Source: an optimization exercise on an open RTL-to-GDS flow (aim: small area and a short achievable clock period). Production flows keep margins and buffers that such runs may drop. In this exercise RTL edits were held to simulation tests only and were not proved equivalent to the original. Power is estimated from default activity; no workload was simulated.

==> flow/config.mk <==
export PLATFORM = sky130hd
export DESIGN_NAME = dds_block
export DESIGN_NICKNAME = dds_block
export VERILOG_FILES = /design/flow/design.v
export SDC_FILE = /design/flow/constraint.sdc
export NUM_CORES = 4
export LEC_CHECK = 0
export CAP_MARGIN = 20
export CORE_MARGIN = 2
export CORE_UTILIZATION = 55
export CTS_CLUSTER_DIAMETER = 100
export CTS_CLUSTER_SIZE = 24
export PLACE_DENSITY = 0.7
export SETUP_SLACK_MARGIN = 3.6
export SLEW_MARGIN = 20
==> flow/constraint.sdc <==
create_clock -name core_clock -period 9.0 [get_ports {clk}]
set_input_delay 1.8000 -clock core_clock [delete_from_list [all_inputs] [get_ports {clk}]]
set_output_delay 1.8000 -clock core_clock [all_outputs]
set_load 0.01 [all_outputs]
==> flow/design.v <==
package dds_pkg;
    localparam int SAMPLE_W   = 8;
    localparam int PHASE_W    = 32;
    localparam int GAIN_W     = 16;
    localparam int GAIN_RADIX = 8;
    localparam int ROM_DEPTH  = 256;
    localparam int ROM_AW     = $clog2(ROM_DEPTH);
    typedef enum logic [7:0] {
        CTRL        = 8'h00,
        RAW         = 8'h04,
        STEP        = 8'h08,
        FM_RAW      = 8'h0C,
        FM_GAIN     = 8'h10,
        FM_OFFSET   = 8'h14,
        AM_RAW      = 8'h18,
        AM_GAIN     = 8'h1C,
        AM_OFFSET   = 8'h20,
        NOISE_GAIN  = 8'h24,
        ROM_WR      = 8'h28,
        STAT_CTRL   = 8'h2C,
        STAT_LIMIT  = 8'h30,
        STAT_MINMAX = 8'h34,
        STAT_COUNT  = 8'h38
    } reg_addr_e;
    typedef enum logic [1:0] {
        SRC_RAW = 2'd0,
        SRC_INA = 2'd1,
        SRC_INB = 2'd2
    } src_sel_e;
    typedef enum logic [1:0] {
        OUT_RAW = 2'd0,
        OUT_DDS = 2'd1,
        OUT_INA = 2'd2,
        OUT_INB = 2'd3
    } out_sel_e;
    typedef struct packed {
        logic                       enable;
        logic [PHASE_W-1:0]         step;
        logic [1:0]                   fm_sel;
        logic signed [SAMPLE_W-1:0] fm_raw;
        logic signed [GAIN_W-1:0]   fm_gain;
        logic signed [PHASE_W-1:0]  fm_offset;
    } dds_cfg_t;
    typedef struct packed {
        logic [1:0]                   out_sel;
        logic signed [SAMPLE_W-1:0] raw;
        logic [1:0]                   am_sel;
        logic signed [SAMPLE_W-1:0] am_raw;
        logic signed [GAIN_W-1:0]   am_gain;
        logic signed [GAIN_W-1:0]   am_offset;
        logic signed [SAMPLE_W-1:0] noise_gain;
    } mix_cfg_t;
    typedef struct packed {
        logic                valid;
        logic [ROM_AW-1:0]   addr;
        logic [SAMPLE_W-1:0] data;
    } rom_wr_t;
    typedef struct packed {
        logic        clear;
        logic        enable;
        logic [31:0] limit;
    } stat_cfg_t;
    typedef struct packed {
        logic signed [SAMPLE_W-1:0] min;
        logic signed [SAMPLE_W-1:0] max;
        logic [31:0]                count;
    } stat_res_t;
endpackage
`timescale 1ns/1ps
import dds_pkg::*;
module dds_block (
    input  logic                       clk,
    input  logic                       rst_n,
    input  logic                       psel,
    input  logic                       penable,
    input  logic                       pwrite,
    input  logic [31:0]                paddr,
    input  logic [31:0]                pwdata,
    input  logic signed [SAMPLE_W-1:0] ina_data,
    input  logic signed [SAMPLE_W-1:0] inb_data,
    output logic [31:0]                prdata,
    output logic signed [SAMPLE_W-1:0] dds_data_out
);
    logic [7:0]  addr;
    logic        addr_hit;
    logic        wr_en;
    assign addr     = paddr[7:0];
    assign addr_hit = (paddr[31:8] == '0);
    assign wr_en    = psel && penable && pwrite && addr_hit;
    logic [1:0]  out_sel, fm_sel, am_sel;
    logic        enable;
    logic [7:0]  raw, fm_raw, am_raw, noise_gain;
    logic [31:0] step, fm_offset, stat_limit;
    logic [15:0] fm_gain, am_gain, am_offset;
    logic        stat_clear, stat_en;
    always_ff @(posedge clk) begin
        if (!rst_n) begin
            out_sel    <= '0;
            enable     <= 1'b0;
            fm_sel     <= '0;
            am_sel     <= '0;
            raw        <= '0;
            step       <= '0;
            fm_raw     <= '0;
            fm_gain    <= '0;
            fm_offset  <= '0;
            am_raw     <= '0;
            am_gain    <= '0;
            am_offset  <= '0;
            noise_gain <= '0;
            stat_clear <= 1'b0;
            stat_en    <= 1'b0;
            stat_limit <= '0;
        end else begin
            stat_clear <= 1'b0;
            if (wr_en) begin
                case (addr)
                    CTRL: begin
                        out_sel <= pwdata[1:0];
                        enable  <= pwdata[2];
                        fm_sel  <= pwdata[5:4];
                        am_sel  <= pwdata[7:6];
                    end
                    RAW:        raw        <= pwdata[7:0];
                    STEP:       step       <= pwdata;
                    FM_RAW:     fm_raw     <= pwdata[7:0];
                    FM_GAIN:    fm_gain    <= pwdata[15:0];
                    FM_OFFSET:  fm_offset  <= pwdata;
                    AM_RAW:     am_raw     <= pwdata[7:0];
                    AM_GAIN:    am_gain    <= pwdata[15:0];
                    AM_OFFSET:  am_offset  <= pwdata[15:0];
                    NOISE_GAIN: noise_gain <= pwdata[7:0];
                    STAT_CTRL: begin
                        stat_clear <= pwdata[0];
                        stat_en    <= pwdata[1];
                    end
                    STAT_LIMIT: stat_limit <= pwdata;
                    default: ;
                endcase
            end
        end
    end
    function automatic logic [2:0] booth_dig(input logic [7:0] x, input int j);
        logic [8:0] xe;
        logic b2, b1, b0;
        xe = {x, 1'b0};
        b2 = xe[2*j+2];
        b1 = xe[2*j+1];
        b0 = xe[2*j];
        booth_dig = {b2, (b2 & ~b1 & ~b0) | (~b2 & b1 & b0), b1 ^ b0};
    endfunction
    function automatic logic [24:0] booth_row(input logic [2:0] d, input logic [15:0] m);
        logic [16:0] mag;
        mag = d[0] ? {m[15], m} : d[1] ? {m, 1'b0} : 17'd0;
        booth_row = {{8{mag[16] ^ d[2]}}, mag ^ {17{d[2]}}};
    endfunction
    function automatic logic [4:0] b8_dig(input logic [7:0] x, input int j);
        logic [9:0] xe;
        logic b3, b2, b1, b0;
        xe = {x[7], x, 1'b0};
        {b3, b2, b1, b0} = xe[3*j +: 4];
        b8_dig = {b3,
                  (b2 != b3) && (b2 == b1) && (b1 == b0),
                  (b2 != b3) && (b1 != b0),
                  (b2 != b1) && (b1 == b0),
                  (b2 == b3) && (b1 != b0)};
    endfunction
    function automatic logic [4:0] dig_sel(input logic [1:0] sel, input logic [4:0] r,
                                           input logic [4:0] a, input logic [4:0] b);
        case (sel)
            2'd0:    dig_sel = r;
            2'd1:    dig_sel = a;
            2'd2:    dig_sel = b;
            default: dig_sel = 5'd0;
        endcase
    endfunction
    function automatic logic [18:0] b8_urow(input logic [4:0] d, input logic [15:0] m,
                                            input logic [17:0] m3);
        logic [18:0] mag, t;
        mag = ({19{d[0]}} & {{3{m[15]}}, m}) |
              ({19{d[1]}} & {{2{m[15]}}, m, 1'b0}) |
              ({19{d[2]}} & {m3[17], m3}) |
              ({19{d[3]}} & {m[15], m, 2'b0});
        t = mag ^ {19{d[4]}};
        b8_urow = {~t[18], t[17:0]};
    endfunction
    function automatic logic [17:0] b4_urow(input logic [2:0] d, input logic [15:0] m);
        logic [17:0] mag, t;
        mag = d[0] ? {{2{m[15]}}, m} : d[1] ? {m[15], m, 1'b0} : 18'd0;
        t = mag ^ {18{d[2]}};
        b4_urow = {~t[17], t[16:0]};
    endfunction
    logic [17:0] fm_g3;
    logic [4:0]  fd0, fd1, fd2;
    logic [24:0] fr0, fr1, fr2, fr3, fs1, fc1, fs2, fc2;
    always_comb begin
        fm_g3 = {{2{fm_gain[15]}}, fm_gain} + {fm_gain[15], fm_gain, 1'b0};
        fd0 = dig_sel(fm_sel, b8_dig(fm_raw, 0), b8_dig(ina_data, 0), b8_dig(inb_data, 0));
        fd1 = dig_sel(fm_sel, b8_dig(fm_raw, 1), b8_dig(ina_data, 1), b8_dig(inb_data, 1));
        fd2 = dig_sel(fm_sel, b8_dig(fm_raw, 2), b8_dig(ina_data, 2), b8_dig(inb_data, 2));
        fr0 = {6'b0, b8_urow(fd0, fm_gain, fm_g3)};
        fr1 = {3'b0, b8_urow(fd1, fm_gain, fm_g3), 2'b0, fd0[4]};
        fr2 = {b8_urow(fd2, fm_gain, fm_g3), 2'b0, fd1[4], 3'b0};
        fr3 = {2'b0, fm_offset[14:0], 1'b0, fd2[4], 6'b0};
        fs1 = fr0 ^ fr1 ^ fr2;
        fc1 = ((fr0 & fr1) | (fr0 & fr2) | (fr1 & fr2)) << 1;
        fs2 = fs1 ^ fc1 ^ fr3;
        fc2 = ((fs1 & fc1) | (fs1 & fr3) | (fc1 & fr3)) << 1;
    end
    logic [24:0] fm_s, fm_c;
    logic [16:0] fm_hm3;          
    logic        fm_hmax, fm_hmin;
    always_ff @(posedge clk) begin
        fm_s    <= fs2;
        fm_c    <= fc2;
        fm_hm3  <= fm_offset[31:15] - 17'd3;
        fm_hmax <= (fm_offset[31:15] == 17'h0FFFF);
        fm_hmin <= (fm_offset[31:15] == 17'h10000);
    end
    logic        fm_cin8;
    logic [17:0] fm_v;
    logic        fm_ovp, fm_ovn;
    logic [31:0] pa0, pa1, pa2, pa3, pa4;
    logic [31:0] ps1, pc1, ps2, pc2, ps3, pc3;
    logic [31:0] ph_main, ph_ps, ph_psm1, ph_next;
    logic [31:0] phase;
    logic [24:0] fm_sum;
    always_comb begin
        fm_sum  = fm_s + fm_c;
        fm_cin8 = fm_s[8] ^ fm_c[8] ^ fm_sum[8];
        fm_v    = {1'b0, fm_sum[24:8]};
        fm_ovp  = fm_hmax && (fm_v >= 18'd107520);
        fm_ovn  = fm_hmin && (fm_v < 18'd74752);
        pa0 = phase;
        pa1 = step;
        pa2 = {fm_hm3, 15'd23552};
        pa3 = {15'b0, fm_s[24:8]};
        pa4 = {15'b0, fm_c[24:8]};
        ps1 = pa0 ^ pa1 ^ pa2;
        pc1 = ((pa0 & pa1) | (pa0 & pa2) | (pa1 & pa2)) << 1;
        ps2 = ps1 ^ pc1 ^ pa3;
        pc2 = ((ps1 & pc1) | (ps1 & pa3) | (pc1 & pa3)) << 1;
        ps3 = ps2 ^ pc2 ^ pa4;
        pc3 = (((ps2 & pc2) | (ps2 & pa4) | (pc2 & pa4)) << 1) | {31'b0, fm_cin8};
        ph_main = ps3 + pc3;
        ph_ps   = phase + step;
        ph_psm1 = (phase ^ step ^ 32'hFFFF_FFFF) +
                  (((phase & step) | phase | step) << 1);
        if (fm_ovp)      ph_next = ph_psm1 ^ 32'h8000_0000;
        else if (fm_ovn) ph_next = ph_ps ^ 32'h8000_0000;
        else             ph_next = ph_main;
    end
    always_ff @(posedge clk) begin
        if (!rst_n || !enable) phase <= '0;
        else                   phase <= ph_next;
    end
    logic [2:0]   tick;
    logic [511:0] pos0, pos1, pos2, pos3;
    always_ff @(posedge clk) tick <= tick + 3'd1;
    logic        new_wr;
    logic [7:0]  wa0, wd0, wa1, wd1;
    logic        wv0, wf0, wv1;
    logic [1:0]  kinj;
    logic [2:0]  tinj;
    logic        inj0, inj1;
    logic [7:0]  bus0, bus1;
    assign new_wr = rst_n && wr_en && (addr == ROM_WR);
    assign kinj   = ~tick[1:0];
    assign tinj   = {1'b0, kinj} + tick + 3'd1;
    assign inj0   = wv0 && (wa0[7:6] == kinj);
    assign inj1   = wv1 && (wa1[7:6] == kinj);
    assign bus0   = wd0 ^ {8{~tinj[2]}};
    assign bus1   = wd1 ^ {8{~tinj[2]}};
    always_ff @(posedge clk) begin
        if (new_wr) begin
            wa0 <= pwdata[15:8];
            wd0 <= pwdata[7:0];
        end
        wv0 <= new_wr || (wv0 && !inj0);
        wf0 <= new_wr;
        if (new_wr && wv0 && !inj0) begin
            wa1 <= wa0;
            wd1 <= wd0;
        end
        wv1 <= (new_wr && wv0 && !inj0) || (wv1 && !inj1);
    end
    logic [511:0] head;
    logic [63:0]  sel0, sel1, keep;
    always_comb begin
        for (int r = 0; r < 64; r++) begin
            sel0[r] = inj0 && (wa0[5:0] == r[5:0]);
            sel1[r] = inj1 && (wa1[5:0] == r[5:0]) && !sel0[r];
            keep[r] = !(sel0[r] || sel1[r]);
            head[8*r +: 8] = ~((pos3[8*r +: 8] & {8{keep[r]}}) |
                               (bus0 & {8{sel0[r]}}) | (bus1 & {8{sel1[r]}}));
        end
    end
    always_ff @(posedge clk) begin
        pos0 <= head;
        pos1 <= pos0;
        pos2 <= pos1;
        pos3 <= pos2;
    end
    function automatic logic [7:0] mux64(input logic [511:0] v, input logic [5:0] s);
        logic [7:0] l1 [16];
        logic [7:0] l2 [4];
        for (int i = 0; i < 16; i++) begin
            case (s[1:0])
                2'd0: l1[i] = v[8*(4*i)   +: 8];
                2'd1: l1[i] = v[8*(4*i+1) +: 8];
                2'd2: l1[i] = v[8*(4*i+2) +: 8];
                default: l1[i] = v[8*(4*i+3) +: 8];
            endcase
        end
        for (int i = 0; i < 4; i++) begin
            case (s[3:2])
                2'd0: l2[i] = l1[4*i];
                2'd1: l2[i] = l1[4*i+1];
                2'd2: l2[i] = l1[4*i+2];
                default: l2[i] = l1[4*i+3];
            endcase
        end
        case (s[5:4])
            2'd0: mux64 = l2[0];
            2'd1: mux64 = l2[1];
            2'd2: mux64 = l2[2];
            default: mux64 = l2[3];
        endcase
    endfunction
    logic [7:0]  ra;
    logic [2:0]  rpos;
    logic [7:0]  rc0, rc1, rc2, rc3, rring;
    logic        hit0, hit1;
    logic signed [7:0] dds_sample;
    assign ra   = phase[31:24];
    assign rpos = {1'b0, ra[7:6]} + tick;
    assign rc0  = mux64(pos0, ra[5:0]);
    assign rc1  = mux64(pos1, ra[5:0]);
    assign rc2  = mux64(pos2, ra[5:0]);
    assign rc3  = mux64(pos3, ra[5:0]);
    always_comb begin
        case (rpos[1:0])
            2'd0: rring = rc0;
            2'd1: rring = rc1;
            2'd2: rring = rc2;
            default: rring = rc3;
        endcase
        rring = rring ^ {8{rpos[2]}};
    end
    assign hit0 = wv0 && !wf0 && (wa0 == ra);
    assign hit1 = wv1 && (wa1 == ra);
    always_ff @(posedge clk) begin
        dds_sample <= hit0 ? wd0 : hit1 ? wd1 : rring;
    end
    logic [7:0] out_src;
    always_comb begin
        case (out_sel)
            OUT_RAW: out_src = raw;
            OUT_DDS: out_src = dds_sample;
            OUT_INA: out_src = ina_data;
            default: out_src = inb_data;
        endcase
    end
    logic [7:0]  lfsr;
    logic [7:0]  stage1_sample, stage1_noise;
    logic [2:0]  nd0, nd1, nd2, nd3;
    logic [15:0] nr0, nr1, nr2, nr3, nr4, ns1, nc1, ns2, nc2, ns3, nc3, nprod;
    always_comb begin
        nd0 = booth_dig(lfsr, 0);
        nd1 = booth_dig(lfsr, 1);
        nd2 = booth_dig(lfsr, 2);
        nd3 = booth_dig(lfsr, 3);
        nr0 = 16'(booth_row(nd0, {{8{noise_gain[7]}}, noise_gain}));
        nr1 = 16'(booth_row(nd1, {{8{noise_gain[7]}}, noise_gain}) << 2);
        nr2 = 16'(booth_row(nd2, {{8{noise_gain[7]}}, noise_gain}) << 4);
        nr3 = 16'(booth_row(nd3, {{8{noise_gain[7]}}, noise_gain}) << 6);
        nr4 = {9'b0, nd3[2], 1'b0, nd2[2], 1'b0, nd1[2], 1'b0, nd0[2]};
        ns1 = nr0 ^ nr1 ^ nr2;
        nc1 = ((nr0 & nr1) | (nr0 & nr2) | (nr1 & nr2)) << 1;
        ns2 = nr3 ^ nr4 ^ ns1;
        nc2 = ((nr3 & nr4) | (nr3 & ns1) | (nr4 & ns1)) << 1;
        ns3 = nc1 ^ ns2 ^ nc2;
        nc3 = ((nc1 & ns2) | (nc1 & nc2) | (ns2 & nc2)) << 1;
        nprod = ns3 + nc3;
    end
    always_ff @(posedge clk) begin
        if (!rst_n) begin
            lfsr          <= '1;
            stage1_sample <= '0;
            stage1_noise  <= '0;
        end else begin
            lfsr          <= {lfsr[6:0], lfsr[7] ^ lfsr[5] ^ lfsr[4] ^ lfsr[3]};
            stage1_sample <= out_src;
            stage1_noise  <= nprod[15:8];
        end
    end
    logic [17:0] am_g3;
    logic [16:0] am_offs;         
    logic [4:0]  ad0, ad1, ad2;
    logic [25:0] ar0, ar1, ar2, ar3, as1, ac1, as2, ac2;
    always_comb begin
        am_g3 = {{2{am_gain[15]}}, am_gain} + {am_gain[15], am_gain, 1'b0};
        am_offs = {am_offset[15], am_offset} + 17'd56320;
        ad0 = dig_sel(am_sel, b8_dig(am_raw, 0), b8_dig(ina_data, 0), b8_dig(inb_data, 0));
        ad1 = dig_sel(am_sel, b8_dig(am_raw, 1), b8_dig(ina_data, 1), b8_dig(inb_data, 1));
        ad2 = dig_sel(am_sel, b8_dig(am_raw, 2), b8_dig(ina_data, 2), b8_dig(inb_data, 2));
        ar0 = {7'b0, b8_urow(ad0, am_gain, am_g3)};
        ar1 = {4'b0, b8_urow(ad1, am_gain, am_g3), 2'b0, ad0[4]};
        ar2 = {1'b0, b8_urow(ad2, am_gain, am_g3), 2'b0, ad1[4], 3'b0};
        ar3 = {1'b0, am_offs, 1'b0, ad2[4], 6'b0};
        as1 = ar0 ^ ar1 ^ ar2;
        ac1 = ((ar0 & ar1) | (ar0 & ar2) | (ar1 & ar2)) << 1;
        as2 = as1 ^ ac1 ^ ar3;
        ac2 = ((as1 & ac1) | (as1 & ar3) | (ac1 & ar3)) << 1;
    end
    logic [25:0] am_s, am_c;
    always_ff @(posedge clk) begin
        am_s <= as2;
        am_c <= ac2;
    end
    logic [24:0] am_sum;
    logic [16:0] am_x;
    logic [15:0] am_factor;
    always_comb begin
        am_sum = am_s[24:0] + am_c[24:0];
        am_x   = am_sum[24:8];
        if (am_x[16] == am_x[15]) am_factor = am_x[15:0];
        else if (am_x[16])        am_factor = 16'h8000;
        else                      am_factor = 16'h7FFF;
    end
    logic [17:0] mu0, mu1, mu2, mu3;
    logic [2:0]  md0, md1, md2, md3;
    logic [24:0] mr0, mr1, mr2, mr3, mr4;
    logic [24:0] ms1, mc1, ms2, mc2, ms3, mc3;
    always_comb begin
        md0  = booth_dig(stage1_sample, 0);
        md1  = booth_dig(stage1_sample, 1);
        md2  = booth_dig(stage1_sample, 2);
        md3  = booth_dig(stage1_sample, 3);
        mu0  = b4_urow(md0, am_factor);
        mu1  = b4_urow(md1, am_factor);
        mu2  = b4_urow(md2, am_factor);
        mu3  = b4_urow(md3, am_factor);
        mr0  = {7'b0, mu0};
        mr1  = {5'b0, mu1, 1'b0, md0[2]};
        mr2  = {3'b0, mu2, 1'b0, md1[2], 2'b0};
        mr3  = {1'b0, mu3, 1'b0, md2[2], 4'b0};
        mr4  = 25'h56_0000 | {9'b0, ~stage1_noise[7], stage1_noise[6:0], 1'b0, md3[2], 6'b0};
        ms1  = mr0 ^ mr1 ^ mr2;
        mc1  = ((mr0 & mr1) | (mr0 & mr2) | (mr1 & mr2)) << 1;
        ms2  = mr3 ^ mr4 ^ ms1;
        mc2  = ((mr3 & mr4) | (mr3 & ms1) | (mr4 & ms1)) << 1;
        ms3  = mc1 ^ ms2 ^ mc2;
        mc3  = ((mc1 & ms2) | (mc1 & mc2) | (ms2 & mc2)) << 1;
    end
    logic [24:0] mod_s, mod_c;
    always_ff @(posedge clk) begin
        mod_s <= ms3;
        mod_c <= mc3;
    end
    function automatic logic top_is(input logic [8:0] a, input logic [8:0] b,
                                    input logic [8:0] k, input logic cin);
        logic [8:0] need;
        need   = {(a[7:0] & b[7:0]) | ((a[7:0] ^ b[7:0]) & ~k[7:0]), cin};
        top_is = &(~(a ^ b ^ k ^ need));
    endfunction
    logic [24:0] mod_sum;
    logic [16:0] mod_lo;
    logic [16:0] mv;
    logic [7:0]  y8;
    logic        in_rng, sat_neg;
    always_comb begin
        mod_sum = mod_s + mod_c;
        mod_lo  = {1'b0, mod_s[15:0]} + {1'b0, mod_c[15:0]};
        mv      = mod_sum[24:8];
        y8      = mv[7:0] ^ 8'h80;
        in_rng  = mod_lo[16] ? top_is(mod_s[24:16], mod_c[24:16], 9'h100, 1'b1)
                             : top_is(mod_s[24:16], mod_c[24:16], 9'h100, 1'b0);
        sat_neg = !mv[16];
        if (in_rng)       dds_data_out = y8;
        else if (sat_neg) dds_data_out = 8'h80;
        else              dds_data_out = 8'h7F;
    end
    logic signed [7:0] st_min, st_max;
    logic [31:0]       st_count;
    logic              take, lt_min, gt_max;
    assign take = stat_en && (st_count < stat_limit);
    always_comb begin
        if (in_rng) begin
            lt_min = $signed(y8) < st_min;
            gt_max = $signed(y8) > st_max;
        end else if (sat_neg) begin
            lt_min = st_min != -8'sd128;
            gt_max = 1'b0;
        end else begin
            lt_min = 1'b0;
            gt_max = st_max != 8'sd127;
        end
    end
    always_ff @(posedge clk) begin
        if (!rst_n) begin
            st_min   <= '0;
            st_max   <= '0;
            st_count <= '0;
        end else if (stat_clear) begin
            st_min   <= 8'sh7F;
            st_max   <= -8'sd128;
            st_count <= '0;
        end else if (take) begin
            st_count <= st_count + 32'd1;
            if (st_count == '0) begin
                st_min <= dds_data_out;
                st_max <= dds_data_out;
            end else begin
                if (lt_min) st_min <= dds_data_out;
                if (gt_max) st_max <= dds_data_out;
            end
        end
    end
    logic [31:0] rd;
    logic        rd_en;
    logic [31:0] rd_q;
    logic        rd_mm, rd_cnt;
    assign rd_en = psel && !pwrite && addr_hit;
    always_comb begin
        rd = '0;
        if (rd_en) begin
            case (addr)
                CTRL:        rd = {24'b0, am_sel, fm_sel, 1'b0, enable, out_sel};
                RAW:         rd = {24'b0, raw};
                STEP:        rd = step;
                FM_RAW:      rd = {24'b0, fm_raw};
                FM_GAIN:     rd = {16'b0, fm_gain};
                FM_OFFSET:   rd = fm_offset;
                AM_RAW:      rd = {24'b0, am_raw};
                AM_GAIN:     rd = {16'b0, am_gain};
                AM_OFFSET:   rd = {16'b0, am_offset};
                NOISE_GAIN:  rd = {24'b0, noise_gain};
                STAT_CTRL:   rd = {30'b0, stat_en, 1'b0};
                STAT_LIMIT:  rd = stat_limit;
                default:     rd = '0;
            endcase
        end
    end
    always_ff @(posedge clk) begin
        rd_q   <= rd;
        rd_mm  <= rd_en && (addr == STAT_MINMAX);
        rd_cnt <= rd_en && (addr == STAT_COUNT);
    end
    assign prdata = rd_q | ({32{rd_mm}} & {16'b0, st_max, st_min}) |
                    ({32{rd_cnt}} & st_count);
endmodule
==> flow/run.sh <==
#!/bin/bash
# synth_recipe.tcl (not shown) runs the flow's synth.tcl, then flattens the netlist and writes it again
# the make line also repeats each setting of config.mk as NAME=value (left out here)
make -C /OpenROAD-flow-scripts/flow DESIGN_CONFIG=/design/flow/config.mk WORK_HOME=/design/flow/orfs CLKGATE_MAP_FILE= SYNTH_SCRIPT=/design/flow/synth_recipe.tcl finish
==> impl_metrics.py, run 1 <==
metrics = {
    "global_route": {
        "grt_max_degree": 125,
        "grt_use_total_pct": 33.2,
        "grt.overflow.total": 0,
        "grt_pass1_wl_um": 508000,
        "grt_pass1_vias": 79168,
        "antenna_found_initial": 14,
    },
    "timing": {
        "rsz0062_at_grt": "yes",
        "slew_headroom_pct": 11.6,
        "tightest_slew_ps": 1320,
        "finalCriticalPeriod_ps": 5580,
        "timing.fmax_mhz": 179,
        "post-route-period-util_pct": 62.0,
        "setup_slack_ps": 3420,
        "setup_tns_ps": 0,
        "slew_viol_final": 0,
        "hold_violations": 0,
        "setup_violations": 0,
        "clock-skew-final_ps": 79.5,
    },
    "logic_synthesis": {
        "synth_ff_type": "dfxtp_1",
        "syn_area_per_cell_sq_um": 10.6,
        "syn_area_sq_mm": 0.109,
        "synth_edf_count": 32,
        "synth.yosys.seq_area_share_pct": 47.5,
        "syn-num-nets": 10891,
        "netlist_instances": 10264,
        "ys.warnings.count": 9,
        "synth.distinct_cells": 89,
        "synth-async-reset-ratio_pct": 0,
        "yosys_register_bits": 2565,
    },
    "setup_path": {
        "cp-start-kind": "register",
        "r2r_slack_ps": 3860,
        "cp-end-kind": "output pin",
        "critical_path_class": "register to output pin",
        "critPathArrivalTime_ps": 3780,
        "ff2ff_path_depth": 17,
        "worstReg2RegEnd": "mod_s[12]$_DFF_P_",
        "rr_startpoint": "am_s[9]$_DFF_P_",
        "path_max_fanout": 5,
        "cp_data_required_time_ps": 7200,
    },
    "cts": {
        "cts_tree": "yes",
        "root_buffer": "clkbuf_16",
        "numCtsBuffers": 121,
        "clkSinkCount": 2565,
        "clock_latency_ps": 870,
        "cts.reportedPaths.clkPinSlew_ps": 90,
        "clock_path_buffers": 3,
        "htree_levels": 3,
    },
    "die": {
        "dieArea_sq_mm": 0.202,
        "core_region_area_sq_mm": 0.197,
        "die_w_um": 449,
        "rows": 163,
        "start_util_pct": 55.3,
        "pin_count": 125,
        "fp.dieH_um": 449,
    },
    "final_layout": {
        "nets": 10662,
        "drive_above_1_share_pct": 11.5,
        "instances_no_fill": 12718,
        "final_cell_mix": "2,519 x dfxtp_1, 1,044 x a21oi_1, 933 x nor2_1",
        "area_growth_pct": 7.02,
        "layout_commonest_cell": "dfxtp_1",
        "finalInstanceArea_sq_mm": 0.117,
    },
    "place": {
        "place_ws_ps": 3130,
        "place_inst": 12518,
        "numPortBuffers": 124,
        "dpl_cell_area_sq_mm": 0.113,
        "hpwlAfterDp_um": 238000,
        "routabilityCongestion": 1.02,
    },
    "route": {
        "routed_via_density": 6.44,
        "drt_iter0_markers": 10631,
        "ant_nets": 0,
        "dr.pass1.iters": 12,
        "drcViolationCount": 0,
        "vias": 81934,
        "detail_route.wirelength_um": 343000,
        "wl_per_cell_um": 27.0,
    },
    "outcome": {
        "status": "timing/DRC/antenna clean",
    },
    "job": {
        "maxCapViolations": 0,
    },
    "worst_hold_path": {
        "hold-path-endpoint": "pos1[511]$_DFF_P_",
        "worst_hold_path.num_cells": 0,
        "hold_path_class": "register to register",
        "hold_start": "pos0[511]$_DFF_P_",
    },
    "pwr": {
        "p_leak_nw": 42.6,
        "p_total_mw": 18.2,
        "irDropWorstVdd_mv": 0.170,
        "cellPowerDensity_mw_per_mm2": 156,
    },
}
[power by group]
group / total (mW) / leakage (nW) / switching (mW) / internal (mW)
clock: 6.25 / 1.67 / 3.69 / 2.55
sequential: 11.4 / 21.3 / 0.0264 / 11.4
combinational: 0.529 / 19.6 / 0.306 / 0.222
[repair_timing]
item | in CTS | in global routing
endpoints found under the setup margin | 21 | 33
gates resized for setup | 48 | 34
hold endpoints to repair | 0 | 0
pin swaps | 9 | 5
setup buffers | 20 | 12
hold buffers | 0 | 0
[synth_stat cells (27+ instances only)]
cell type / n / share of area, %
nand3_1: 81 / 0.37
a21o_1: 94 / 0.65
nand2_1: 868 / 3.0
a221oi_1: 55 / 0.44
xnor2_1: 275 / 2.2
fa_1: 177 / 3.3
edfxtp_1: 32 / 0.88
o21ai_0: 366 / 1.7
mux2i_1: 113 / 1.0
buf_4: 27 / 0.19
nor2_1: 960 / 3.3
buf_1: 49 / 0.17
a22o_1: 33 / 0.27
a22oi_1: 126 / 0.87
mux4_2: 616 / 13
a21oi_1: 1046 / 4.8
clkbuf_1: 554 / 1.9
a31oi_1: 42 / 0.24
nor2b_1: 35 / 0.20
dfxtp_1: 2533 / 47
nor4_1: 42 / 0.24
o22ai_1: 83 / 0.48
o21bai_1: 32 / 0.22
nand4_1: 28 / 0.16
nand2b_1: 39 / 0.22
ha_1: 365 / 4.2
and3_1: 32 / 0.18
nor3_1: 106 / 0.49
o21ai_1: 36 / 0.17
buf_2: 70 / 0.32
a222oi_1: 58 / 0.53
a211oi_1: 346 / 2.4
xor2_1: 128 / 1.0
inv_1: 411 / 1.4
and2_1: 33 / 0.19
[worst max-delay path by stage]
stage                            startpoint                 to  slack (ps)  cells after the start
after global routing      mod_c[19]$_DFF_P_    dds_data_out[0]        3300                     13
after detailed placement    am_s[8]$_DFF_P_  mod_s[12]$_DFF_P_        3130                     15
after CTS                  mod_s[4]$_DFF_P_    dds_data_out[0]        3280                     12
final                     mod_c[19]$_DFF_P_    dds_data_out[0]        3420                     13
after floorplan                 ina_data[5]   am_s[18]$_DFF_P_        4020                     13
after global placement          ina_data[2]   am_s[16]$_DFF_P_        2930                     11
[critical path: stages (launching register included)]
cell and delay (ps):
dfxtp_2 340, inv_2 50, ha_4 240, xnor2_1 120
nor4_1 260, nand4_1 130, buf_6 160, or4_1 410
or3_4 360, o311ai_4 80, buf_6 220, buf_4 160
mux2i_4 260, clkbuf_2 170
[through the flow]
step / utilization [%] / hold WS (ps)
CTS: 59.0 / 283
global route: 59.1 / 291
detailed placement: 57.1 / 331
floorplan: - / 326
finish: 59.2 / 286
global placement: 57.1 / 327
[state kept, by name, summed over array words and instances, names as in the netlist, 512 cells and up]
name,flops
pos1,512
pos2,512
pos0,512
pos3,512
[cell type report]
cell class	count	area (sq um)
fillers	16318	80500
well taps	2640	3300
inverters	415	1570
repair buffers	361	3140
clock inverters	21	395
diodes	19	47.5
multi-input cells	6571	53300
flip-flops and latches	2565	51700
clock buffers	126	3050
[kinds of logic (layout without fill, tap and decap cells)]
family / Yosys count / after routing / synth area share (%)
simple gates: 2304 / 2304 / 8.92
flops: 2565 / 2565 / 47.5
compound gates: 2552 / 2552 / 14.6
fa+ha+maj: 567 / 567 / 7.68
other cells: 0 / 19 / 0
xor+xnor: 403 / 403 / 3.24
buf+inv: 1128 / 923 / 4.15
mux: 745 / 745 / 13.9
[layer usage]
metal / share of wire, % / track usage [%] / vias up
met2: 44 / 49.8 / 4463
met4: 4.7 / 13.8 / 4
met5: 0.0061 / 0 / -
met3: 11 / 9.11 / 818
li1: - / - / 36191
met1: 41 / 45.3 / 40458
==> run 2, diff against run 1 <==
--- a/flow/config.mk
+++ b/flow/config.mk
@@ -7,9 +7,9 @@
 export LEC_CHECK = 0
 export CAP_MARGIN = 20
 export CORE_MARGIN = 2
-export CORE_UTILIZATION = 55
+export CORE_UTILIZATION = 65
 export CTS_CLUSTER_DIAMETER = 100
 export CTS_CLUSTER_SIZE = 24
-export PLACE_DENSITY = 0.7
-export SETUP_SLACK_MARGIN = 3.6
+export PLACE_DENSITY = 0.8
+export SETUP_SLACK_MARGIN = 4.5
 export SLEW_MARGIN = 20
==> run 2 against run 1 <==
Net effect:
- sequential share of layout area decreased by 0.72 points
- critical endpoint is now dds_data_out[7]
- sequential power barely moved
- still clean on timing, DRC and antenna
- combinational power up 2%
==> impl_metrics.py, run 2 <==
metrics = {
    "pwr": {
        "irDropWorstVdd_mv": 0.172,
        "p_leak_nw": 43.4,
        "p_total_mw": 18.1,
        "cellPowerDensity_mw_per_mm2": 152,
    },
    "final_layout": {
        "nets": 10763,
        "final_util_pct": 71.1,
        "final_cell_mix": "2,475 x dfxtp_1, 1,007 x a21oi_1, 907 x nor2_1",
        "drive_above_1_share_pct": 15.5,
        "finalInstanceArea_sq_mm": 0.119,
        "instances_no_fill": 12371,
        "layout_commonest_cell": "dfxtp_1",
        "area_growth_pct": 8.93,
    },
    "place": {
        "numPortBuffers": 124,
        "routabilityCongestion": 1.06,
        "dpl_cell_area_sq_mm": 0.112,
        "place_ws_ps": 3100,
        "hpwlAfterDp_um": 240000,
        "place_inst": 12056,
    },
    "logic_synthesis": {
        "synth.most_common_cell": "dfxtp_1",
        "synth.distinct_cells": 89,
        "synth_mux_area_share_pct": 13.9,
        "synthSimpleGateAreaFrac_pct": 8.92,
        "syn_area_sq_mm": 0.109,
        "synth-compound-area-share_pct": 14.6,
        "synth_edf_count": 32,
        "yosys_register_bits": 2565,
        "syn-num-nets": 10891,
        "synth_top_area_cell": "dfxtp_1",
        "synth_ff_type": "dfxtp_1",
        "synthXorXnorAreaFrac_pct": 3.24,
        "synth_top_area_share_pct": 46.6,
        "ys.warnings.count": 9,
        "synth_top_family_by_area": "compound AO/OA/AOI/OAI gates",
        "synth.yosys.seq_area_share_pct": 47.5,
        "synthTopCellsByArea": "dfxtp_1 47%, mux4_2 13%, a21oi_1 4.8%, ha_1 4.2%, nor2_1 3.3%",
        "netlist_instances": 10264,
        "synth-async-reset-ratio_pct": 0,
        "yosys-top-cells-count": "2,533 x dfxtp_1, 1,046 x a21oi_1, 960 x nor2_1, 868 x nand2_1, 616 x mux4_2",
        "syn_area_per_cell_sq_um": 10.6,
        "synth_fa_ha_area_share_pct": 7.68,
    },
    "job": {
        "maxCapViolations": 0,
    },
    "timing": {
        "post-route-period-util_pct": 62.2,
        "hold_violations": 0,
        "finalCriticalPeriod_ps": 5600,
        "tightest_slew_ps": 1330,
        "timing.fmax_mhz": 178,
        "hold_ws_ps": 318,
        "setup_violations": 0,
        "clock-skew-final_ps": 74.8,
        "slew_viol_final": 0,
        "rsz0062_at_grt": "yes",
        "setup_slack_ps": 3400,
        "setup_tns_ps": 0,
        "slew_headroom_pct": 11.2,
    },
    "global_route": {
        "antenna_found_initial": 18,
        "grt_max_degree": 128,
        "grt_pass1_wl_um": 516000,
        "grt_use_total_pct": 40.4,
        "grt.overflow.total": 0,
        "grt_pass1_vias": 81778,
    },
    "route": {
        "drcViolationCount": 0,
        "vias": 85277,
        "routed_via_density": 6.89,
        "wl_per_cell_um": 28.7,
        "ant_nets": 0,
        "dr.pass1.iters": 22,
        "detail_route.wirelength_um": 355000,
        "drt_iter0_markers": 13488,
    },
    "cts": {
        "clock_path_buffers": 3,
        "numCtsBuffers": 119,
        "root_buffer": "clkbuf_16",
        "cts.reportedPaths.clkPinSlew_ps": 120,
        "htree_levels": 3,
        "clock_latency_ps": 870,
        "clkSinkCount": 2565,
        "cts_tree": "yes",
    },
    "die": {
        "core_region_area_sq_mm": 0.167,
        "dieArea_sq_mm": 0.171,
        "start_util_pct": 65.3,
        "die_w_um": 413,
        "fp.dieH_um": 413,
        "pin_count": 125,
        "rows": 150,
    },
    "setup_path": {
        "critPathArrivalTime_ps": 3800,
        "cp_data_required_time_ps": 7200,
        "critical_path_class": "register to output pin",
        "cp-start-kind": "register",
        "cp-end-kind": "output pin",
        "path_max_fanout": 5,
    },
    "outcome": {
        "status": "timing/DRC/antenna clean",
    },
    "worst_hold_path": {
        "hold_path_class": "register to register",
    },
}
==> run 2: cell types whose count changed in the layout (fill, tap and decap cells not counted), moves of 25 or more <==
cell,previous run,this run
dfxtp_1,2519,2475
inv_2,4,29
a21oi_1,1044,1007
buf_6,8,50
nor2_1,933,907
buf_4,220,260
inv_1,406,381
ha_1,361,334
dfxtp_2,10,48
a21oi_2,1,35
==> run 2: power breakdown <==
| part | total (mW) | switching [mW] | leakage, nW | internal, mW |
|---|---|---|---|---|
| Clock | 6.12 | 3.65 | 1.59 | 2.48 |
| Combinational | 0.542 | 0.318 | 20.5 | 0.224 |
| Sequential | 11.4 | 0.0317 | 21.3 | 11.4 |
==> run 2: layout make-up <==
type,count,area [sq um]
Fill cell,11529,48200
Multi-Input combinational cell,6572,54900
Clock buffer,132,3070
Sequential cell,2565,51800
Tap cell,2204,2760
Timing Repair Buffer,463,4370
Clock inverter,13,195
Inverter,415,1570
Antenna cell,7,17.5
==> run 2: kinds of logic (layout without fill, tap and decap cells) <==
logic type	after synthesis	after routing
compound gates	2552	2553
xor+xnor	403	403
fa+ha+maj	567	567
buf+inv	1128	1023
flops	2565	2565
mux	745	745
other cells	0	7
simple gates	2304	2304
==> run 2: worst paths after layout <==
check / slack, ps / to / depth (start not counted) / start
setup reg to reg: 3930 / mod_s[11]$_DFF_P_ / 20 / am_s[6]$_DFF_P_
hold reg to reg: 320 / pos1[253]$_DFF_P_ / 0 / pos0[253]$_DFF_P_
hold / removal: 320 / pos1[253]$_DFF_P_ / 0 / pos0[253]$_DFF_P_
setup / recovery: 3400 / dds_data_out[7] / 13 / mod_c[17]$_DFF_P_
==> run 2: worst max-delay path: stages, from the launching register on <==
cell,delay [ps]
dfxtp_2,340
inv_2,50
ha_4,250
xnor2_2,140
nor4_1,270
nand4_1,130
buf_4,170
or4_4,410
or3_4,350
o311ai_4,100
buf_6,220
buf_6,110
mux2_4,300
buf_6,120
==> run 2: repair_timing <==
item,4_1_cts,5_1_grt
gates resized for setup,291,225
hold buffers,0,0
endpoints found under the setup margin,128,119
pin swaps,103,114
cloned,4,2
buffers inserted,106,51
==> run 2: layer usage <==
layer / vias up / wire, um / part of all wire, % / GRT usage [%]
li1: 36368 / - / - / -
met1: 41684 / 132000 / 37 / 53.3
met5: - / 275 / 0.077 / 0.509
met3: 1345 / 46900 / 13 / 12.9
met2: 5858 / 152000 / 43 / 59.1
met4: 22 / 23800 / 6.7 / 22.4
==> run 3, diff against run 2 <==
--- a/flow/design.v
+++ b/flow/design.v
@@ -222,7 +222,7 @@
     logic        fm_ovp, fm_ovn;
     logic [31:0] pa0, pa1, pa2, pa3, pa4;
     logic [31:0] ps1, pc1, ps2, pc2, ps3, pc3;
-    logic [31:0] ph_main, ph_ps, ph_psm1, ph_next;
+    logic [31:0] ph_main, ph_sv, ph_sat, ph_next;
     logic [31:0] phase;
     logic [24:0] fm_sum;
     always_comb begin
@@ -243,11 +243,10 @@
         ps3 = ps2 ^ pc2 ^ pa4;
         pc3 = (((ps2 & pc2) | (ps2 & pa4) | (pc2 & pa4)) << 1) | {31'b0, fm_cin8};
         ph_main = ps3 + pc3;
-        ph_ps   = phase + step;
-        ph_psm1 = (phase ^ step ^ 32'hFFFF_FFFF) +
-                  (((phase & step) | phase | step) << 1);
-        if (fm_ovp)      ph_next = ph_psm1 ^ 32'h8000_0000;
-        else if (fm_ovn) ph_next = ph_ps ^ 32'h8000_0000;
+        ph_sv   = fm_hmax ? 32'h7FFF_FFFF : 32'h8000_0000;
+        ph_sat  = (phase ^ step ^ ph_sv) +
+                  (((phase & step) | (phase & ph_sv) | (step & ph_sv)) << 1);
+        if (fm_ovp || fm_ovn) ph_next = ph_sat;
         else             ph_next = ph_main;
     end
     always_ff @(posedge clk) begin
--- a/flow/config.mk
+++ b/flow/config.mk
@@ -7,9 +7,9 @@
 export LEC_CHECK = 0
 export CAP_MARGIN = 20
 export CORE_MARGIN = 2
-export CORE_UTILIZATION = 65
+export CORE_UTILIZATION = 55
 export CTS_CLUSTER_DIAMETER = 100
 export CTS_CLUSTER_SIZE = 24
-export PLACE_DENSITY = 0.8
+export PLACE_DENSITY = 0.7
 export SETUP_SLACK_MARGIN = 4.5
 export SLEW_MARGIN = 20
==> run 3 against run 2 <==
Net effect:
- setup slack improved by 310 ps
- fmax increased by 5.9%
- area after synthesis decreased by 1.4%
- clock skew increased by 32 ps
- global-route usage decreased by 4.7 points
- clock-buffer cell count unchanged
- die area increased by 16%
- non-clock buffer count increased by 93
- critical path depth decreased by 3
- worst hold slack got worse by 19 ps
==> impl_metrics.py, run 3 <==
metrics = {
    "outcome": {
        "status": "timing/DRC/antenna clean",
    },
    "route": {
        "dr.pass1.iters": 10,
        "drcViolationCount": 0,
        "ant_nets": 0,
        "drt_iter0_markers": 11830,
        "vias": 82795,
        "wl_per_cell_um": 29.2,
        "routed_via_density": 6.61,
        "detail_route.wirelength_um": 366000,
    },
    "pwr": {
        "irDropWorstVdd_mv": 0.193,
        "cellPowerDensity_mw_per_mm2": 153,
        "p_leak_nw": 43.4,
    },
    "logic_synthesis": {
        "synth_top_area_share_pct": 47.2,
        "ys.warnings.count": 9,
        "syn_area_sq_mm": 0.107,
        "yosys_register_bits": 2565,
        "netlist_instances": 9954,
        "yosys-top-cells-count": "2,533 x dfxtp_1, 1,111 x a21oi_1, 1,050 x nor2_1, 713 x nand2_1, 625 x mux4_2",
        "synth-async-reset-ratio_pct": 0,
        "syn-num-nets": 10553,
        "synth_ff_type": "dfxtp_1",
        "synthTopCellsByArea": "dfxtp_1 47%, mux4_2 13%, a21oi_1 5.2%, ha_1 3.7%, fa_1 3.7%",
        "synth.yosys.seq_area_share_pct": 48.1,
        "synth_top_area_cell": "dfxtp_1",
        "synth.distinct_cells": 82,
        "syn_area_per_cell_sq_um": 10.8,
        "synth_edf_count": 32,
        "synth.most_common_cell": "dfxtp_1",
    },
    "timing": {
        "hold_ws_ps": 299,
        "finalCriticalPeriod_ps": 5290,
        "slew_viol_final": 0,
        "hold_violations": 0,
        "setup_tns_ps": 0,
        "slew_headroom_pct": 16.8,
        "setup_slack_ps": 3710,
        "setup_violations": 0,
        "rsz0062_at_grt": "yes",
        "tightest_slew_ps": 1240,
        "timing.fmax_mhz": 189,
        "clock-skew-final_ps": 106,
        "post-route-period-util_pct": 58.8,
    },
    "cts": {
        "root_buffer": "clkbuf_16",
        "clock_latency_ps": 870,
        "htree_levels": 3,
        "clkSinkCount": 2565,
        "cts.reportedPaths.clkPinSlew_ps": 100,
        "cts_tree": "yes",
        "numCtsBuffers": 121,
        "clock_path_buffers": 3,
    },
    "final_layout": {
        "final_cell_mix": "2,485 x dfxtp_1, 1,083 x a21oi_1, 1,027 x nor2_1",
        "instances_no_fill": 12522,
        "finalInstanceArea_sq_mm": 0.119,
        "drive_above_1_share_pct": 16.6,
        "nets": 10540,
        "area_growth_pct": 10.7,
        "fill_cells": 15501,
        "layout_commonest_cell": "dfxtp_1",
    },
    "die": {
        "dieArea_sq_mm": 0.199,
        "die_w_um": 446,
        "start_util_pct": 55.2,
        "fp.dieH_um": 446,
        "pin_count": 125,
        "rows": 162,
        "core_region_area_sq_mm": 0.194,
    },
    "place": {
        "dpl_cell_area_sq_mm": 0.111,
        "place_ws_ps": 3260,
        "routabilityCongestion": 1.01,
        "numPortBuffers": 124,
        "place_inst": 12147,
        "hpwlAfterDp_um": 249000,
    },
    "setup_path": {
        "critical_path_class": "register to output pin",
        "cp-end-kind": "output pin",
        "cp-start-kind": "register",
        "critPathArrivalTime_ps": 3490,
        "path_max_fanout": 4,
        "cp_data_required_time_ps": 7200,
    },
    "global_route": {
        "grt.overflow.total": 0,
        "grt_pass1_vias": 78617,
        "grt_max_degree": 106,
        "antenna_found_initial": 17,
        "grt_pass1_wl_um": 527000,
        "grt_use_total_pct": 35.7,
    },
    "job": {
        "maxCapViolations": 0,
    },
    "worst_hold_path": {
        "hold_path_class": "register to register",
    },
}
[run 3: cell families after synthesis]
logic type | Yosys count | share of synthesized area (%)
DFF | 2565 | 48.1
AOI/OAI and AO/OA | 2437 | 14.2
and+or+nand+nor | 2252 | 8.90
buffers and inverters | 1063 | 4.02
muxes | 743 | 14.2
adders and majority gates | 537 | 7.58
xor gates and xnor gates | 357 | 2.91
[run 3: layout make-up]
type	instances	area [sq um]	share of cell area (%)
clock buffer	132	3110	2.62
inverter	364	1380	1.16
tap	2542	3180	2.68
antenna	11	27.5	0.0232
timing repair buffer	556	5220	4.39
sequential	2565	51800	43.6
multi-input combinational	6333	53900	45.3
clock inverter	19	300	0.253
[run 3: routing by layer]
| metal | share of wire, % | GRT usage, % | wire length (um) |
|---|---|---|---|
| met5 | 0.050 | 0.195 | 183 |
| met4 | 5.4 | 16.9 | 19700 |
| met3 | 12 | 8.85 | 42700 |
| met2 | 44 | 53.7 | 161000 |
| met1 | 39 | 48.4 | 142000 |
[run 3: final timing paths]
path / slack (ps) / to / cells past startpoint / from
worst max register to register: 4090 / mod_s[14]$_DFF_P_ / 18 / am_c[6]$_DFF_P_
worst max-delay path: 3710 / dds_data_out[4] / 10 / mod_s[4]$_DFF_P_
worst min register to register: 300 / pos3[118]$_DFF_P_ / 0 / pos2[118]$_DFF_P_
worst min-delay path: 300 / pos3[118]$_DFF_P_ / 0 / pos2[118]$_DFF_P_
[run 3: metrics by stage]
step	power, mW	util [%]
finish	18.2	61.2
global route	18.7	61.1
CTS	18.2	60.2
detailed placement	12.1	57.2
global placement	12.1	57.2
floorplan	11.9	-
[run 3: what timing repair did]
item,CTS,global route
gates resized for setup,320,214
hold buffers,0,0
buffers inserted,101,95
cloned,10,7
setup endpoints to repair,133,122
pin swaps,96,114
[run 3: critical path: stages, from the launching register on]
cell and delay, ps:
dfxtp_2 340, ha_4 250, nand4_1 140, a221oi_4 430, a311oi_4 210, a21oi_4 220
a211oi_4 90, buf_12 150, mux2_4 350, mux2_4 340, buf_6 130
[run 3: power by group]
part	switching, mW	internal (mW)
combinational	0.316	0.248
sequential	0.0296	11.4
clock	3.71	2.56
total	4.06	14.2
==> run 4, diff against run 3 <==
--- a/flow/config.mk
+++ b/flow/config.mk
@@ -11,5 +11,5 @@
 export CTS_CLUSTER_DIAMETER = 100
 export CTS_CLUSTER_SIZE = 24
 export PLACE_DENSITY = 0.7
-export SETUP_SLACK_MARGIN = 4.5
+export SETUP_SLACK_MARGIN = 3.6
 export SLEW_MARGIN = 20
==> run 4 against run 3 <==
Net effect:
- fmax decreased by 1.4%
- sequential power about the same
- sequential cell count unchanged
- worst hold slack better by 34 ps
- cell area shrank 2.9%
- first-iteration DRC count down 2.4%
- clock skew fell by 61 ps
- non-clock buffer count decreased by 192
- via count is 2.3% lower
- register-to-register slack lost 400 ps
==> impl_metrics.py, run 4 <==
metrics = {
    "logic_synthesis": {
        "synthTopCellsByArea": "dfxtp_1 47%, mux4_2 13%, a21oi_1 5.2%, ha_1 3.7%, fa_1 3.7%",
        "synth_top_area_cell": "dfxtp_1",
        "synth_fa_ha_area_share_pct": 7.58,
        "synth.most_common_cell": "dfxtp_1",
        "synth-async-reset-ratio_pct": 0,
        "syn_area_per_cell_sq_um": 10.8,
        "ys.warnings.count": 9,
        "synth_mux_area_share_pct": 14.2,
        "netlist_instances": 9954,
        "synthSimpleGateAreaFrac_pct": 8.90,
        "synth_top_area_share_pct": 47.2,
        "synth-compound-area-share_pct": 14.2,
        "synthXorXnorAreaFrac_pct": 2.91,
        "yosys-top-cells-count": "2,533 x dfxtp_1, 1,111 x a21oi_1, 1,050 x nor2_1, 713 x nand2_1, 625 x mux4_2",
        "synth_top_family_by_area": "multiplexers",
        "synth.distinct_cells": 82,
        "syn_area_sq_mm": 0.107,
        "synth_edf_count": 32,
        "synth_ff_type": "dfxtp_1",
        "syn-num-nets": 10553,
        "synth.yosys.seq_area_share_pct": 48.1,
        "yosys_register_bits": 2565,
    },
    "pwr": {
        "cellPowerDensity_mw_per_mm2": 160,
        "p_leak_nw": 42.1,
        "irDropWorstVdd_mv": 0.215,
        "p_total_mw": 18.5,
    },
    "setup_path": {
        "slowest_delay_ps": 380,
        "cp_num_buf_inv": 4,
        "critical_path.slowest_cell": "a311oi_4",
        "crit_chain": "ha_4 > o21ai_4 > a221oi_4 > a311oi_4 > a21oi_2 > buf_4 > buf_4 > a21o_1 > a21oi_1 > xor2_2 > buf_4 > o21a_4 > buf_6",
        "cp-start-kind": "register",
        "cp-end-kind": "output pin",
        "cp_data_required_time_ps": 7200,
        "critPathTopFamily": "compound AO/OA/AOI/OAI gates",
        "critical_path_class": "register to output pin",
        "critPathArrivalTime_ps": 3570,
        "cp_common_cell": "buf_4",
        "path_max_fanout": 3,
    },
    "final_layout": {
        "layout_commonest_cell": "dfxtp_1",
        "final_util_pct": 59.4,
        "fill_cells": 15777,
        "nets": 10351,
        "final_cell_mix": "2,516 x dfxtp_1, 1,108 x a21oi_1, 1,022 x nor2_1",
        "area_growth_pct": 7.49,
        "multi_input_area_sq_mm": 0.0522,
        "finalInstanceArea_sq_mm": 0.115,
        "seq_area_sq_mm": 0.0517,
        "drive_above_1_share_pct": 12.5,
    },
    "route": {
        "routed_via_density": 6.56,
        "drt_iter0_markers": 11549,
        "vias": 80932,
        "dr.pass1.iters": 12,
        "ant_nets": 0,
        "detail_route.wirelength_um": 356000,
        "drcViolationCount": 0,
        "wl_per_cell_um": 28.8,
    },
    "timing": {
        "slew_headroom_pct": 17.2,
        "timing.fmax_mhz": 186,
        "tightest_slew_ps": 1240,
        "clock-skew-final_ps": 45.6,
        "rsz0062_at_grt": "yes",
        "hold_violations": 0,
        "setup_tns_ps": 0,
        "post-route-period-util_pct": 59.6,
        "setup_violations": 0,
        "finalCriticalPeriod_ps": 5370,
        "slew_viol_final": 0,
    },
    "place": {
        "dpl_cell_area_sq_mm": 0.111,
        "hpwlAfterDp_um": 250000,
        "numPortBuffers": 124,
        "routabilityCongestion": 1.01,
    },
    "global_route": {
        "grt_use_total_pct": 35.0,
        "grt_max_degree": 109,
        "grt_pass1_wl_um": 516000,
        "grt.overflow.total": 0,
        "antenna_found_initial": 18,
        "grt_pass1_vias": 77087,
    },
    "outcome": {
        "status": "timing/DRC/antenna clean",
    },
    "job": {
        "maxCapViolations": 0,
    },
    "cts": {
        "htree_levels": 4,
        "root_buffer": "clkbuf_16",
        "clock_latency_ps": 850,
        "clock_path_buffers": 3,
        "cts.reportedPaths.clkPinSlew_ps": 90,
        "cts_tree": "yes",
        "numCtsBuffers": 130,
        "clkSinkCount": 2565,
    },
    "die": {
        "die_w_um": 446,
        "start_util_pct": 55.2,
        "fp.dieH_um": 446,
        "dieArea_sq_mm": 0.199,
        "rows": 162,
        "pin_count": 125,
        "core_region_area_sq_mm": 0.194,
    },
    "worst_hold_path": {
        "hold_path_class": "register to register",
    },
}
[run 4: worst paths after layout]
path | from | endpoint | slack (ps) | cells past startpoint
worst max-delay path | mod_c[5]$_DFF_P_ | dds_data_out[7] | 3630 | 13
worst min-delay path | pos2[232]$_DFF_P_ | pos3[232]$_DFF_P_ | 330 | 0
worst max register to register | am_s[7]$_DFF_P_ | mod_s[15]$_DFF_P_ | 3690 | 14
worst min register to register | pos2[232]$_DFF_P_ | pos3[232]$_DFF_P_ | 330 | 0
[run 4: logic make-up (layout without fill, tap and decap cells)]
group,Yosys count,after routing
flops,2565,2565
compound gates,2437,2437
simple gates,2252,2253
buf+inv,1063,896
mux,743,743
fa+ha+maj,537,537
xor+xnor,357,357
other cells,0,8
[run 4: worst register-to-register path: cells and delay by family (launching register included)]
family,cells,cell delay [ps]
fa+ha+maj,5,2240
compound gates,6,1310
xor+xnor,1,600
simple gates,1,490
flops,1,310
buf+inv,1,220
[run 4: layer usage]
| metal | track usage, % | share of wire [%] | up-vias |
|---|---|---|---|
| met4 | 16.4 | 5.3 | 18 |
| met1 | 47.5 | 39 | 39866 |
| li1 | - | - | 35274 |
| met3 | 9.05 | 11 | 890 |
| met2 | 52.5 | 44 | 4884 |
| met5 | 0 | 0.037 | - |
[run 4: per-stage QoR]
step	std cells	worst slack, ps	hold WS, ps
finish	12338	3630	332
global route	12332	3520	342
CTS	12316	3400	337
detailed placement	12140	3160	331
global placement	12140	3190	327
floorplan	9954	3980	326
[run 4: cell type report]
| cell class | count | area share [%] |
|---|---|---|
| inverters | 364 | 1.19 |
| clock buffers | 144 | 2.99 |
| clock inverters | 24 | 0.259 |
| repair buffers | 364 | 2.78 |
| multi-input cells | 6327 | 45.2 |
| flip-flops and latches | 2565 | 44.8 |
| diodes | 8 | 0.0173 |
| well taps | 2542 | 2.76 |
[run 4: report_power, final]
part           switching, mW  internal, mW  leakage [nW]
sequential            0.0222          11.4          21.3
combinational          0.292         0.211          19.0
clock                   3.76          2.80          1.83
[run 4: timing repair]
item | CTS | global route
hold buffers | 0 | 0
buffers inserted | 8 | 13
setup endpoints to repair | 22 | 35
cloned | 0 | 1
endpoints found under the hold margin | 0 | 0
gates resized for setup | 50 | 55
pin swaps | 6 | 17
==> run 5, diff against run 4 <==
--- a/flow/config.mk
+++ b/flow/config.mk
@@ -5,11 +5,12 @@
 export SDC_FILE = /design/flow/constraint.sdc
 export NUM_CORES = 4
 export LEC_CHECK = 0
+export ABC_AREA = 1
 export CAP_MARGIN = 20
 export CORE_MARGIN = 2
 export CORE_UTILIZATION = 55
 export CTS_CLUSTER_DIAMETER = 100
 export CTS_CLUSTER_SIZE = 24
 export PLACE_DENSITY = 0.7
-export SETUP_SLACK_MARGIN = 3.6
+export SETUP_SLACK_MARGIN = 4.0
 export SLEW_MARGIN = 20
==> run 5 against run 4 <==
Net effect:
- still clean
- worst hold slack worse by 0.72 ps
- die area is 0.76% higher
- first-iteration DRC count is 30% higher
- wire length is 26% higher
- setup slack better by 150 ps
- via count is 23% higher
- clock power is 3.0% higher
- sequential power hardly changed
- register-to-register slack better by 90 ps
- largest power group unchanged
==> impl_metrics.py, run 5 <==
metrics = {
    "die": {
        "start_util_pct": 55.4,
        "core_region_area_sq_mm": 0.195,
        "dieArea_sq_mm": 0.200,
        "rows": 162,
        "die_w_um": 448,
        "pin_count": 125,
        "fp.dieH_um": 448,
    },
    "timing": {
        "slew_headroom_pct": 11.5,
        "setup_violations": 0,
        "setup_tns_ps": 0,
        "rsz0062_at_grt": "no",
        "timing.fmax_mhz": 192,
        "finalCriticalPeriod_ps": 5220,
        "clock-skew-final_ps": 47.4,
        "post-route-period-util_pct": 58.0,
        "tightest_slew_ps": 1320,
        "hold_violations": 0,
        "slew_viol_final": 0,
        "hold_ws_ps": 332,
    },
    "setup_path": {
        "critPathArrivalTime_ps": 5960,
        "cp_common_cell": "nand2_1",
        "cp-end-kind": "register",
        "worstReg2RegEnd": "dds_sample[6]$_DFF_P_",
        "critical_path_class": "register to register",
        "cp_data_required_time_ps": 9750,
        "rr_startpoint": "phase[25]$_SDFF_PP0_",
        "slowest_delay_ps": 830,
        "path_max_fanout": 29,
        "r2r_slack_ps": 3780,
        "ff2ff_path_depth": 14,
        "endpoint": "dds_sample[6]$_DFF_P_",
        "cp-start-kind": "register",
        "crit_start": "phase[25]$_SDFF_PP0_",
        "critical_path.slowest_cell": "inv_2",
        "crit_chain": "inv_2 > buf_4 > buf_4 > a21oi_1 > o21ai_0 > nand4_1 > o311ai_1 > nand2_1 > nor2_1 > nand2_1 > nand3_1 > nand3_1 > nand2_1 > nand2_1",
    },
    "logic_synthesis": {
        "synth_ff_type": "dfxtp_1",
        "syn_area_per_cell_sq_um": 8.20,
        "syn-num-nets": 13792,
        "synthTopCellsByArea": "dfxtp_1 47%, nand2_1 9.7%, inv_1 4.5%, ha_1 3.7%, fa_1 3.6%",
        "synth-async-reset-ratio_pct": 0,
        "netlist_instances": 13193,
        "yosys-top-cells-count": "2,795 x nand2_1, 2,533 x dfxtp_1, 1,310 x inv_1, 971 x nor2_1, 689 x a21oi_1",
        "synth_top_area_share_pct": 46.9,
        "ys.warnings.count": 9,
        "synth_top_area_cell": "dfxtp_1",
        "syn_area_sq_mm": 0.108,
        "synth.most_common_cell": "nand2_1",
        "yosys_register_bits": 2565,
        "synth.yosys.seq_area_share_pct": 47.7,
        "synth.distinct_cells": 70,
        "synth_edf_count": 32,
    },
    "global_route": {
        "grt_pass1_wl_um": 639000,
        "grt_use_total_pct": 43.7,
        "grt_max_degree": 115,
        "grt.overflow.total": 0,
        "grt_pass1_vias": 93254,
        "antenna_found_initial": 34,
    },
    "outcome": {
        "status": "timing/DRC/antenna clean",
    },
    "route": {
        "wl_per_cell_um": 28.6,
        "wl_met2_um": 187000,
        "m1WireLength_um": 166000,
        "dr.pass1.iters": 10,
        "routed_via_density": 6.36,
        "detail_route.wirelength_um": 448000,
        "drt_iter0_markers": 14966,
        "vias": 99588,
        "dr.max_layer_used": "met5",
        "routed-wl-met3_um": 54100,
        "ant_nets": 0,
        "drcViolationCount": 0,
    },
    "final_layout": {
        "fill_cells": 17660,
        "area_growth_pct": 7.14,
        "final_cell_mix": "2,783 x nand2_1, 2,525 x dfxtp_1, 1,295 x inv_1",
        "nets": 13573,
        "instances_no_fill": 15659,
        "finalInstanceArea_sq_mm": 0.116,
        "layout_commonest_cell": "nand2_1",
        "drive_above_1_share_pct": 4.30,
    },
    "cts": {
        "clkSinkCount": 2565,
        "cts_tree": "yes",
        "clock_latency_ps": 880,
        "htree_levels": 4,
        "cts.reportedPaths.clkPinSlew_ps": 90,
        "numCtsBuffers": 130,
        "root_buffer": "clkbuf_16",
        "clock_path_buffers": 3,
    },
    "pwr": {
        "cellPowerDensity_mw_per_mm2": 162,
        "p_total_mw": 18.7,
        "irDropWorstVdd_mv": 0.207,
        "p_leak_nw": 51.8,
    },
    "job": {
        "maxCapViolations": 0,
    },
    "place": {
        "dpl_cell_area_sq_mm": 0.112,
        "hpwlAfterDp_um": 312000,
        "place_inst": 15453,
        "routabilityCongestion": 1.07,
        "numPortBuffers": 124,
    },
    "worst_hold_path": {
        "hold_path_class": "register to register",
    },
}
==> run 5: kinds of logic (layout without fill, tap and decap cells) <==
logic type,Yosys count,after routing,share of synthesized area [%]
AO/OA/AOI/OAI,2837,2837,15.8
XOR/XNOR,347,347,2.81
adder cells (fa/ha/maj),514,514,7.31
buffers and inverters,2031,1850,7.44
flip-flops,2565,2565,47.7
other,0,22,0
AND/OR/NAND/NOR,4899,4900,18.9
==> run 5: what timing repair did <==
| item | 4_1_cts | 5_1_grt |
|---|---|---|
| cloned | 1 | 1 |
| hold buffers | 0 | 0 |
| setup buffers | 6 | 3 |
| pin swaps | 5 | 6 |
| setup endpoints to repair | 13 | 25 |
| endpoints found under the hold margin | 0 | 0 |
| gates resized for setup | 35 | 33 |
==> run 5: cell type report <==
type                            instances  area (sq um)  share of cell area [%]
Tap cell                             2624          3280                    2.83
Sequential cell                      2565         51700                    44.6
Timing Repair inverter                  1          5.00                 0.00432
Inverter                             1370          5170                    4.46
Antenna cell                           22          55.1                  0.0475
Timing Repair Buffer                  308          2770                    2.39
Multi-Input combinational cell       8598         49200                    42.4
Clock buffer                          145          3410                    2.95
Clock inverter                         26           378                   0.326
==> run 5: worst min-delay path by stage <==
stage	slack (ps)	depth (start not counted)	startpoint	endpoint
2_1_floorplan	330	0	pos0[119]$_DFF_P_	pos1[119]$_DFF_P_
3_3_place_gp	330	0	pos2[113]$_DFF_P_	pos3[113]$_DFF_P_
3_5_place_dp	330	0	pos1[501]$_DFF_P_	pos2[501]$_DFF_P_
4_1_cts	340	0	pos0[285]$_DFF_P_	pos1[285]$_DFF_P_
5_1_grt	350	0	pos2[100]$_DFF_P_	pos3[100]$_DFF_P_
6_report	330	0	pos0[504]$_DFF_P_	pos1[504]$_DFF_P_
==> run 5: stage by stage <==
stage / utilization (%) / worst slack (ps)
floorplan: - / 4450
finish: 59.4 / 3780
CTS: 59.3 / 3890
detailed placement: 57.3 / 3330
global route: 59.4 / 4010
global placement: 57.3 / 3380
==> run 5: routing by layer <==
metal	vias to the layer above	GRT usage (%)
met3	1727	12.7
li1	43792	-
met1	47101	54.1
met2	6954	63.9
met5	-	0
met4	14	33.6
==> run 5: where the power goes <==
group	leakage (nW)	internal [mW]	switching, mW
combinational	28.9	0.217	0.342
clock	1.86	2.86	3.90
sequential	21.0	11.4	0.0240
total	51.8	14.5	4.26
==> run 5: worst max-delay path: cells and delay by family (launching register included) <==
| family | cells | cell delay (ps) |
|---|---|---|
| flops | 1 | 470 |
| simple gates | 8 | 1760 |
| buf+inv | 3 | 1910 |
| compound gates | 3 | 920 |

## afterwards: timing with drivers on the ports
In the flow no input, the clock included, has a driving cell. The finished layouts below were timed again as built, in two steps. Step 1 assumes that a clkbuf_16 drives the clock port and a buf_2 every other input. Step 2 times the ports against the registers' clock, not the clock port: input delays grow and output delays shrink by t, the midpoint of the rising clock arrivals with the driver on. Slacks: no drivers / after step 1 / after step 2; pairs: no drivers / after step 1.
run | t (ns) | setup slack, ns | slew at the worst register clock pin (ns)
run 1 | 0.916 | 3.422 / 3.338 / 3.219 | 0.11 / 0.11
run 2 | 0.914 | 3.398 / 3.314 / 3.771 | 0.12 / 0.12
run 3 | 0.906 | 3.710 / 3.617 / 3.738 | 0.11 / 0.11
run 4 | 0.922 | 3.633 / 3.538 / 3.280 | 0.11 / 0.11
run 5 | 0.952 | 3.784 / 3.784 / 3.404 | 0.11 / 0.11
After both steps every run listed still meets setup and hold. For run 5, which loses most, drivers alone change the setup slack by 0.000 ns; drivers and shift together by -0.380 ns.
